Context: an optimization exercise on an open-source flow, tuned for small area. The choices shown serve that exercise and are no tape-out recipe. In this exercise RTL edits were held to simulation tests only and were not proved equivalent to the original. Power is estimated from default activity; no workload was simulated.

Design spec_top, start of the top module:
module spec_top (
	input  logic                             sys_clk,
	input  logic                             sys_rst,
	input  logic                             adc_flag,
	input  logic                             spec_valid,
	input  logic                             spec_sop,
	input  logic                             spec_eop,
	input  logic signed [10-1:0] spec_re,
	input  logic signed [10-1:0] spec_im,
	output logic [10-1:0]        sample_addr,
	output logic                             sink_valid,
	output logic                             sink_sop,
	output logic                             sink_eop,
	output logic                             power_valid,
	output logic [10-1:0]        power_bin,
	output logic [20-1:0]         power,
	output logic                             update_flag,
	output logic [10-1:0]        bin_a,
	output logic [10-1:0]        bin_b,
	output logic [20-1:0]         power_a,
	output logic [20-1:0]         power_b,
	output logic [10-1:0]           amp_a,
	output logic [10-1:0]           amp_b
);
Settings: LEC_CHECK=0, CAP_MARGIN=20, CORE_MARGIN=2, CORE_UTILIZATION=60, CTS_BUF_LIST=sky130_fd_sc_hd__clkbuf_8, CTS_CLUSTER_DIAMETER=60, CTS_CLUSTER_SIZE=18, GPL_ROUTABILITY_DRIVEN=0, PLACE_DENSITY=0.65, SLEW_MARGIN=20; clock period 10.0 ns.
standard.sh (not shown) runs the stock make flow with config.mk's settings and CLKGATE_MAP_FILE= SYNTH_SCRIPT=/design/flow/synth_recipe.tcl, a recipe that flattens the netlist after the stock synthesis.
==> flow/flow/run.sh <==
#!/bin/bash
# The standard layout with three changes:
# - after the standard synthesis, the combinational logic between the registers is
#   cleaned up: flow/polarity.py removes inverters around the full adders and
#   polarity-paired gates, and flow/resyn.tcl re-maps the rest with ABC for area.
#   Registers (cells and names) and full adders are kept as they are.
# - the port buffers are made of the smallest buffer cell.
# - clock tree synthesis adds no dummy loads (same settings as config.mk otherwise).
set -euo pipefail
R=orfs/results/sky130hd/spec_top/base
LIB=$FLOW_HOME/platforms/sky130hd/lib/sky130_fd_sc_hd__tt_025C_1v80.lib
YOSYS=yosys
[[ -x $FLOW_HOME/../tools/install/yosys/bin/yosys ]] && YOSYS=$FLOW_HOME/../tools/install/yosys/bin/yosys
bash standard.sh synth > synth.log 2>&1
cp $R/1_2_yosys.v $R/1_2_yosys.standard.v
python3 flow/polarity.py $R/1_2_yosys.standard.v $R/1_2_yosys.pol1.v > polarity1.log 2>&1
LIB=$LIB IN_V=$R/1_2_yosys.pol1.v OUT_V=$R/1_2_yosys.resyn.v TOP=$FLOW_TOP STAT=resyn_stat.txt \
  $YOSYS -c flow/resyn.tcl > resyn.log 2>&1
python3 flow/polarity.py $R/1_2_yosys.resyn.v $R/1_2_yosys.v > polarity2.log 2>&1
rm -f $R/1_synth.odb $R/1_synth.sdc
CTS="-sink_clustering_enable -repair_clock_nets -sink_clustering_size 18 -sink_clustering_max_diameter 60"
CTS="$CTS -buf_list sky130_fd_sc_hd__clkbuf_8 -dont_use_dummy_load"
bash standard.sh BUFFER_PORTS_ARGS="-buffer_cell sky130_fd_sc_hd__buf_1" "CTS_ARGS=$CTS" finish > standard.log 2>&1
Other scripts of this flow, unchanged in this note and not shown: flow/flow/polarity.py, flow/flow/resyn.tcl
The baseline passed the timing, design-rule and antenna checks.
Edit:
--- a/flow/flow/run.sh
+++ b/flow/flow/run.sh
@@ -2 +2 @@
-# The standard layout with three changes:
+# The standard layout with two changes:
- CORE_UTILIZATION: 60 -> 70
- GPL_ROUTABILITY_DRIVEN: 0 -> not set
- PLACE_DENSITY: 0.65 -> 0.8
After rerunning:
- sequential power stays flat
- global-route usage increases by 4.7 points
- cell count goes down by a few percent
- critical path depth is unchanged
- via count goes up by a few percent
Edit:
--- a/flow/flow/run.sh
+++ b/flow/flow/run.sh
@@ -8 +7,0 @@
-# - clock tree synthesis adds no dummy loads (same settings as config.mk otherwise).
@@ -21,3 +20 @@
-CTS="-sink_clustering_enable -repair_clock_nets -sink_clustering_size 18 -sink_clustering_max_diameter 60"
-CTS="$CTS -buf_list sky130_fd_sc_hd__clkbuf_8 -dont_use_dummy_load"
-bash standard.sh BUFFER_PORTS_ARGS="-buffer_cell sky130_fd_sc_hd__buf_1" "CTS_ARGS=$CTS" finish > standard.log 2>&1
+bash standard.sh BUFFER_PORTS_ARGS="-buffer_cell sky130_fd_sc_hd__buf_1" finish > standard.log 2>&1
- CORE_UTILIZATION: 70 -> 85
- PLACE_DENSITY: 0.8 -> 0.9
Area after synthesis is unchanged.
Design area barely changes.
Power goes up by a few percent.
Edit:
--- a/flow/flow/run.sh
+++ b/flow/flow/run.sh
@@ -2 +2 @@
-# The standard layout with two changes:
+# The standard layout with three changes:
@@ -7,0 +8 @@
+# - clock tree synthesis adds no dummy loads (same settings as config.mk otherwise).
@@ -20 +21,3 @@
-bash standard.sh BUFFER_PORTS_ARGS="-buffer_cell sky130_fd_sc_hd__buf_1" finish > standard.log 2>&1
+CTS="-sink_clustering_enable -repair_clock_nets -sink_clustering_size 18 -sink_clustering_max_diameter 60"
+CTS="$CTS -buf_list sky130_fd_sc_hd__clkbuf_8 -dont_use_dummy_load"
+bash standard.sh BUFFER_PORTS_ARGS="-buffer_cell sky130_fd_sc_hd__buf_1" "CTS_ARGS=$CTS" finish > standard.log 2>&1
- CORE_UTILIZATION: 85 -> 70
- PLACE_DENSITY: 0.9 -> 0.8
After rerunning: The changed run produced a clean layout; power decreases by 6.4%; setup slack improves by 96 ps; clock-buffer cell count rises by 1; combinational power is lower by about 10%; clock skew climbs by 37 ps.

## static timing again, ports no longer ideal
How much do the figures lean on ideal ports? The routed layouts below were timed once more, with nothing changed but the port constraints. Step 1 sets driving cells, clkbuf_16 on the clock port and buf_2 on the other inputs (assumed; they add their load-dependent delay and slew). Step 2, shift: input delay + t, output delay - t, t = (earliest + latest rising clock arrival at the registers) / 2. This alone moves slack from input paths to output paths. Slacks: ideal / step 1 / step 2; pairs: ideal / step 1.
run | t (ns) | setup WS [ns] | worst setup path at the end | worst data-port slew with drivers (ns)
the first run | 0.560 | 0.576 / 0.596 / 0.035 | input to register | 0.03
the second run | 0.538 | 0.586 / 0.602 / 0.063 | input to register | 0.03
the third run | 0.572 | 0.490 / 0.507 / -0.064 | input to register | 0.03
the fourth run | 0.538 | 0.586 / 0.602 / 0.063 | input to register | 0.03
Met with ideal ports but missed after step 2: setup timing in the third run. For the third run, which loses most, drivers alone change the setup slack by +0.017 ns; drivers and shift together by -0.554 ns.
